From an optimization exercise on the open Yosys and OpenROAD flow, aimed at small area, a short achievable clock period and few clock cycles; shortcuts taken in it are not production practice.
Only simulation tests tie the RTL to the original design; equivalence was not proved.

== the previous run ==
// bicubic_column
module bicubic_column (
    input  wire                           CLK,
    input  wire                           RST,
    input  wire [scaler_pkg::ROW_W-1:0]   v0_i,
    input  wire [scaler_pkg::ROW_W-1:0]   h0_i,
    input  wire [scaler_pkg::SPAN_W-1:0]  sh_i,
    input  wire [scaler_pkg::SPAN_W-1:0]  th_i,
    output logic [scaler_pkg::ADDR_W-1:0] rom_addr_o,
    input  wire cubic_pkg::pixel_t        rom_data_i,
    output logic                          sram_cen_o,
    output logic                          sram_wen_o,
    output logic [scaler_pkg::ADDR_W-1:0] sram_addr_o,
    output cubic_pkg::pixel_t             sram_wdata_o,
    input  wire cubic_pkg::pixel_t        sram_rdata_i,
    output logic                          done_o
);
Size: roughly 2,900 cells after synthesis, roughly 83 I/O pins.
make LEC_CHECK=0 ABC_CLOCK_PERIOD_IN_PS=3500 CAP_MARGIN=20 CORE_MARGIN=2 CORE_UTILIZATION=40 SETUP_SLACK_MARGIN=5.0 SLEW_MARGIN=20 finish   # period 11.0 ns
run.sh (not shown) runs the stock make flow with config.mk's settings and CLKGATE_MAP_FILE= SYNTH_SCRIPT=/design/flow/synth_recipe.tcl, a recipe that flattens the netlist after the stock synthesis.
The previous run closes out successfully: all stages finished, all timing, DRC and antenna checks passed.
Testbench counts of the previous run, summed over its fixed seeds: cycles 4,654.
[inputs] the current run vs the previous run
- SETUP_SLACK_MARGIN: 5.0 -> unset
==> flow/flow/run.sh (new file) <==
#!/bin/bash
set -euo pipefail
export SETUP_SLACK_MARGIN=${MARGIN:-7.0}
bash standard.sh > standard.log 2>&1
==> flow/standard.sh (new file) <==
#!/bin/bash
# synth_recipe.tcl (not shown) runs the flow's synth.tcl, then flattens the netlist and writes it again
# the make line also repeats each setting of config.mk as NAME=value (left out here)
make -C /OpenROAD-flow-scripts/flow DESIGN_CONFIG=/design/flow/config.mk WORK_HOME=/design/flow/orfs CLKGATE_MAP_FILE= SYNTH_SCRIPT=/design/flow/synth_recipe.tcl "${@:-finish}"
removed: flow/run.sh
The current run: full flow OK, the timing, design-rule and antenna checks passed
Diff the current run..the previous run | synthesized area | unchanged
The previous run → the current run: instance area at placement picked up an extra about 3%.
Clock-buffer cell count: the current run vs the previous run up 4
Diff the previous run -> the current run | number of vias after detailed routing | up by a few percent

== P ==
Another version of the RTL of bicubic_column (not shown whole).
Size: about 83 I/O pins.
Settings: LEC_CHECK=0, ABC_CLOCK_PERIOD_IN_PS=3500, CAP_MARGIN=20, CORE_MARGIN=2, CORE_UTILIZATION=65, CTS_BUF_LIST=sky130_fd_sc_hd__clkbuf_4, SLEW_MARGIN=20; clock period 11.0 ns.
standard.sh (not shown) runs the stock make flow with config.mk's settings and CLKGATE_MAP_FILE= SYNTH_SCRIPT=/design/flow/synth_recipe.tcl, a recipe that flattens the netlist after the stock synthesis.
==> flow/flow/run.sh <==
#!/bin/bash
set -euo pipefail
export SETUP_SLACK_MARGIN=4.8
export BUFFER_PORTS_ARGS="-buffer_cell sky130_fd_sc_hd__buf_1"
export CTS_ARGS="-sink_clustering_enable -repair_clock_nets -dont_use_dummy_load -buf_list sky130_fd_sc_hd__clkbuf_8 -sink_clustering_size 16 -sink_clustering_max_diameter 50"
bash standard.sh > standard.log 2>&1
The flow did not stop early for P: all stages ran, and the layout cleared the timing, design-rule and antenna checks.
Testbench counts of P, summed over its fixed seeds: cycles 4,462.
[inputs] Q vs P
Settings: CORE_UTILIZATION changed from 65 to 55.
diff --git a/flow/flow/run.sh b/flow/flow/run.sh
--- a/flow/flow/run.sh
+++ b/flow/flow/run.sh
@@ -2,3 +2,3 @@
 set -euo pipefail
-export SETUP_SLACK_MARGIN=4.8
+export SETUP_SLACK_MARGIN=5.3
 export BUFFER_PORTS_ARGS="-buffer_cell sky130_fd_sc_hd__buf_1"
==> run summary <==
- Compared with P, Q shows ratio of cells with drive above 1 in the final layout higher by 2.9 points.
- Going from P to Q, the detail-routed via count per cell was found to have gone down by 3.1%.
- Delay of the slowest critical-path stage ended up 90 ps lower on Q than on P.
Inputs modified between Q and R:
Settings: swapping 55 for 65 in CORE_UTILIZATION.
diff --git a/flow/flow/run.sh b/flow/flow/run.sh
--- a/flow/flow/run.sh
+++ b/flow/flow/run.sh
@@ -2,3 +2,3 @@
 set -euo pipefail
-export SETUP_SLACK_MARGIN=5.3
+export SETUP_SLACK_MARGIN=5.6
 export BUFFER_PORTS_ARGS="-buffer_cell sky130_fd_sc_hd__buf_1"
==> comparison <==
- On R: diode insertion count for antenna repair is 1 higher than what Q gave.
- Going from Q to R, layout overhead on the synthesized area grows by 3.2 points.
- Compared to Q, R has first-iteration DRC count 289 higher.
- Sort R and Q by final net count asc -> top: Q
- R vs. Q: utilization saw an increase, overall routed net length saw an increase.
## Diff of input files: S against R
Settings: GPL_TIMING_DRIVEN newly set to 1; SETUP_SLACK_MARGIN newly set to 5.0.
diff --git a/flow/flow/run.sh b/flow/flow/run.sh
--- a/flow/flow/run.sh
+++ b/flow/flow/run.sh
@@ -2,3 +2,2 @@
 set -euo pipefail
-export SETUP_SLACK_MARGIN=5.6
 export BUFFER_PORTS_ARGS="-buffer_cell sky130_fd_sc_hd__buf_1"
==> comparison <==
Min highest achievable clock rate across S and R: S
Compared S vs R, and first-pass iteration count of the detailed router is up in S.
Going from R to S, the critical path's largest stage delay was found to have gone up by 410 ps.
Compared with R, in S clock network area share held; placement-stage worst setup slack now sits lower.
Comparing global-route wire length before repair for S and R, the smaller number came from S.
Looking at clock tree buffer count of the final layout, S sits below R.
Critical path depth (lower): S
Input changes introduced in T (baseline for comparison: S):
Settings: GPL_TIMING_DRIVEN removed (was 1); SETUP_SLACK_MARGIN removed (was 5.0).
diff --git a/flow/flow/run.sh b/flow/flow/run.sh
--- a/flow/flow/run.sh
+++ b/flow/flow/run.sh
@@ -2,2 +2,3 @@
 set -euo pipefail
+export SETUP_SLACK_MARGIN=5.2
 export BUFFER_PORTS_ARGS="-buffer_cell sky130_fd_sc_hd__buf_1"
### Flow results
- Against S, T comes in about 7.5% higher on number of buffers outside the clock class in the layout.
- The share of the cycle needed by the critical path after routing of T falls short of that of S by 0.64 points.
- Density: T denser than S
- | minimum clock period after layout | T vs S | better |
- Compared with S, T shows global-route wire length before repair that has gone up slightly.
- Re synthesized cell count: no difference whatsoever between T and S.
- T ended up with more standard cells than S.
- Comparing S and T, the higher pin slew with the least headroom to its limit was measured on T.

[what the ideal ports hide]
In the flow no input, the clock included, has a driving cell. The finished layouts below were timed again as built, in two steps. Step 1 sets driving cells, clkbuf_16 on the clock port and buf_2 on the other inputs (assumed; they add their load-dependent delay and slew). Step 2 also shifts input and output timing later by t, the mid clock arrival at the registers, as if the neighbouring blocks saw the same clock. Three values: no drivers, after step 1, after step 2; two values: the first two.
run | t (ns) | slack for setup (ns) | worst slew at a driven data input, ns
the previous run | 0.611 | 5.139 / 5.139 / 4.714 | 0.10
the current run | 0.622 | 5.489 / 5.489 / 5.395 | 0.06
P | 0.647 | 5.143 / 5.143 / 4.957 | 0.09
Q | 0.609 | 5.420 / 5.420 / 5.027 | 0.11
R | 0.588 | 5.344 / 5.344 / 5.261 | 0.09
S | 0.645 | 5.261 / 5.261 / 4.959 | 0.08
T | 0.647 | 5.331 / 5.331 / 4.959 | 0.10
After both steps setup and hold are still met in every run listed. The setup slack of the previous run, which loses most, moves by 0.000 ns with the drivers and by -0.425 ns with both steps.
